Context: an optimization exercise on an open-source flow, tuned for small area, a short achievable clock period and few clock cycles. The choices shown serve that exercise and are no tape-out recipe. Function was checked by simulation only, so behaviour that the tests miss may differ from the original. No activity file was given, so power comes from the tool's default toggle rates.

## microCore
module microCore #(
    parameter int MEM_DEPTH_LOG2 = 8
) (
    input  logic        reset,
    input  logic        clk,
    input  logic        run,
    input  logic        hostReq,
    input  logic        hostWe,
    input  logic [7:0]  hostAddr,
    input  logic [15:0] hostWdata,
    output logic        hostGrant,
    output logic        hostRdValid,
    output logic [15:0] hostRdata,
    output logic [7:0]  r0Data,
    output logic        halted
);
    localparam int QD = 10;    
    localparam int QB = 4;     
    localparam logic [3:0] OP_LDI  = 4'h5;
    localparam logic [3:0] OP_LD   = 4'h6;
    localparam logic [3:0] OP_ST   = 4'h7;
    localparam logic [3:0] OP_JMP  = 4'h8;
    localparam logic [3:0] OP_JZ   = 4'h9;
    localparam logic [3:0] OP_CALL = 4'ha;
    localparam logic [3:0] OP_JR   = 4'hb;
    localparam logic [3:0] OP_HALT = 4'hc;
    localparam int SRC_SEQ = 0;    
    localparam int SRC_T   = 1;    
    localparam int SRC_RAS = 2;    
    function automatic logic [15:0] oneHot16(input logic [3:0] a);
        oneHot16 = 16'd1 << a;
    endfunction
    function automatic logic [3:0] oneHot4(input logic [1:0] a);
        oneHot4 = 4'd1 << a;
    endfunction
    function automatic logic isJump(input logic [15:0] w);
        isJump = (w[15:12] == OP_JMP) || (w[15:12] == OP_CALL);
    endfunction
    function automatic logic endsBlock(input logic [15:0] w);
        endsBlock = (w[15:12] == OP_JMP) || (w[15:12] == OP_CALL)
                 || (w[15:12] == OP_JR) || (w[15:12] == OP_HALT);
    endfunction
    function automatic logic isSkipped(input logic [15:0] w);
        isSkipped = (w[15:12] == OP_JMP) || (w[15:12] >= 4'hd);
    endfunction
    function automatic logic [15:0] withLink(input logic [15:0] w, input logic [7:0] link,
                                             input logic [7:0] pred);
        if (w[15:12] == OP_CALL)
            withLink = {w[15:8], link};
        else if (w[15:12] == OP_JR)
            withLink = {w[15:12], pred[7:5], w[8:6], 1'b0, pred[4:0]};
        else
  ...
Size: ~4500 flip-flops, ~56 I/O pins.
clock: 10.0 ns
lec_check: 0
cap_margin: 40
core_area: 5 5 575 575
die_area: 0 0 580 580
slew_margin: 40
standard.sh (not shown) runs the stock make flow with config.mk's settings and CLKGATE_MAP_FILE= SYNTH_SCRIPT=/design/flow/synth_recipe.tcl, a recipe that flattens the netlist after the stock synthesis.
==> flow/flow/run.sh <==
#!/bin/bash
set -euo pipefail
bash standard.sh SETUP_SLACK_MARGIN=5.5 finish > standard_flow.log 2>&1
The starting point produced a clean layout.
Testbench counts at the start, summed over its fixed seeds: cycles 20,161.
Edit:
--- a/flow/design.v
+++ b/flow/design.v
@@ -58,19 +58,20 @@
 `timescale 1ns/100ps
 `timescale 1ns/100ps
 `timescale 1ns/100ps
 `timescale 1ns/100ps
 `timescale 1ns/100ps
 module unifiedMemory (
     input  logic        reset,
     input  logic [3:0]  rdLo,
     input  logic [15:0] rdHi,
-    output logic [63:0] rdata,
+    output logic [63:0] rdataLo,
+    output logic [63:0] rdataHi,
     input  logic [15:0] wrLo,
     input  logic [15:0] wrHi,
     input  logic [15:0] wdata,
     output logic [15:0] word0
 );
     logic [255:0][15:0] storage;
     always_ff @(posedge reset)
     begin
         for (int w = 0; w < 256; w++)
@@ -81,22 +82,27 @@
     end
     logic [63:0] rowSel;
     always_comb
     begin
         for (int r = 0; r < 64; r++)
             rowSel[r] = rdHi[r / 4] && rdLo[r % 4];
     end
     always_comb
     begin
-        rdata = 64'd0;
-        for (int r = 0; r < 64; r++)
-            rdata = rdata | ({storage[4 * r + 3], storage[4 * r + 2],
-                              storage[4 * r + 1], storage[4 * r]} & {64{rowSel[r]}});
+        rdataLo = 64'd0;
+        rdataHi = 64'd0;
+        for (int r = 0; r < 32; r++)
+        begin
+            rdataLo = rdataLo | ({storage[4 * r + 3], storage[4 * r + 2],
+                                  storage[4 * r + 1], storage[4 * r]} & {64{rowSel[r]}});
+            rdataHi = rdataHi | ({storage[4 * r + 131], storage[4 * r + 130],
+                                  storage[4 * r + 129], storage[4 * r + 128]} & {64{rowSel[r + 32]}});
+        end
     end
     assign word0 = storage[0];
 endmodule
 `timescale 1ns/100ps
 module microCore #(
     parameter int MEM_DEPTH_LOG2 = 8
 ) (
     input  logic        reset,
     input  logic        clk,
@@ -158,31 +164,34 @@
     logic [QB-1:0] qn;
     logic [7:0]    regs [8];
     logic          zf;
     logic          fetchStop;  
     logic [2:0]    src;        
     logic [7:0]    fpc;        
     logic [7:0]    pendT;      
     logic [7:0]    ras;        
     logic          fbValid;    
+    logic [63:0]   fbWLo;      
+    logic [63:0]   fbWHi;
     logic [63:0]   fbW;
     logic [7:0]    fbAddr;
     logic          ldGo;       
     logic [3:0]    ldLo;
     logic [15:0]   ldHi;
     logic [1:0]    ldWordSel;
     logic          ldPend;     
     logic [2:0]    ldPendRz;
     logic [1:0]    ldPendSel;
     logic [7:0]    ldPendVal;
     logic [3:0]    rdLo;
     logic [15:0]   rdHi;
-    logic [63:0]   rdata;
+    logic [63:0]   rdataLo;
+    logic [63:0]   rdataHi;
     logic [15:0]   wrLo;
     logic [15:0]   wrHi;
     logic [15:0]   wdata;
     logic [15:0]   word0;
     logic [3:0]  op;
     logic [2:0]  rz;
     logic [7:0]  imm;
     logic [7:0]  rxVal;
     logic [7:0]  ryVal;
@@ -227,18 +236,19 @@
     always_comb
     begin
         case (ldPendSel)
             2'd0:    ldPendVal = fbW[7:0];
             2'd1:    ldPendVal = fbW[23:16];
             2'd2:    ldPendVal = fbW[39:32];
             default: ldPendVal = fbW[55:48];
         endcase
     end
+    assign fbW = fbWLo | fbWHi;
     logic        fetchOn;      
     logic [7:0]  faBin;
     assign fetchOn = active && !fetchStop && !ldGo
                      && (fbValid ? (qn <= QB'(QD - 8)) : (qn <= QB'(QD - 4)));
     always_comb
     begin
         faBin = 8'd0;
         if (src[SRC_SEQ]) faBin = faBin | fpc;
         if (src[SRC_T])   faBin = faBin | pendT;
@@ -404,19 +414,19 @@
                 | (ldGo ? ldHi : 16'd0)
                 | (!active ? oneHot16(hostAddr[7:4]) : 16'd0);
     assign wrLo = (exSt ? oneHot16(rxVal[3:0]) : 16'd0)
                 | (hostWr ? oneHot16(hostAddr[3:0]) : 16'd0);
     assign wrHi = (exSt ? oneHot16(rxVal[7:4]) : 16'd0)
                 | (hostWr ? oneHot16(hostAddr[7:4]) : 16'd0);
     assign wdata = hostWr ? hostWdata : {8'h00, ryVal};
     unifiedMemory i_unifiedMemory (
         .reset(reset),
-        .rdLo(rdLo), .rdHi(rdHi), .rdata(rdata),
+        .rdLo(rdLo), .rdHi(rdHi), .rdataLo(rdataLo), .rdataHi(rdataHi),
         .wrLo(wrLo), .wrHi(wrHi), .wdata(wdata),
         .word0(word0)
     );
     logic        redirect;     
     logic [2:0]  srcNew;
     logic [7:0]  pendTNew;
     logic        fetchStopNew;
     logic [7:0]  rasNew;
     logic [7:0]  fpcNew;
@@ -527,19 +537,20 @@
         if (start || advE)
             ir <= nw;
         for (int i = 0; i < QD; i++)
             qw[i] <= qwNew[i];
         fetchStop <= fetchStopNew;
         src <= srcNew;
         pendT <= pendTNew;
         ras <= rasNew;
         fpc <= fpcNew;
-        fbW <= rdata;
+        fbWLo <= rdataLo;
+        fbWHi <= rdataHi;
         fbAddr <= faBin;
         ldPendRz <= rz;
         ldPendSel <= ldWordSel;
         if (exLdWait)
         begin
             ldLo <= oneHot4(rxVal[3:2]);
             ldHi <= oneHot16(rxVal[7:4]);
             ldWordSel <= rxVal[1:0];
         end
The changed run ran to the end with no violations.
Power climbs by about 2.4%.
Global-route usage is lower by 4.8 points.
Routed wire length shrinks by 11%.
Final cell count is about the same.
Area after synthesis goes up by about 1.3%.
Die area stays the same.
Setup slack gets better by 0.096 ns.
Clock-buffer cell count increases by 36.
First-iteration DRC count shrinks by 13%.
Testbench counts after the change, summed over its fixed seeds: cycles 20,161.

-- separate check: timing with driven ports --
The flow's constraints put no driver on any port. The routed layouts listed below were extracted and timed again, unchanged, in two steps. Step 1 (the two cells are an assumption about what drives the block):
set clk [get_ports {reset}]
set_driving_cell -lib_cell sky130_fd_sc_hd__clkbuf_16 $clk
set_driving_cell -lib_cell sky130_fd_sc_hd__buf_2 [delete_from_list [all_inputs] $clk]
Step 2 also shifts input and output timing later by t, the mid clock arrival at the registers, as if the neighbouring blocks saw the same clock. Three values: no drivers, after step 1, after step 2; two values: the first two.
| run | t (ns) | setup WS [ns] | worst register clock-pin slew, ns |
|---|---|---|---|
| the first run | 1.120 | 5.322 / 5.322 / 4.226 | 0.07 / 0.07 |
| the second run | 1.084 | 5.418 / 5.351 / 4.291 | 0.07 / 0.07 |
After both steps setup and hold are still met in every run listed. The setup slack of the second run, which loses most, moves by -0.067 ns with the drivers and by -1.127 ns with both steps.
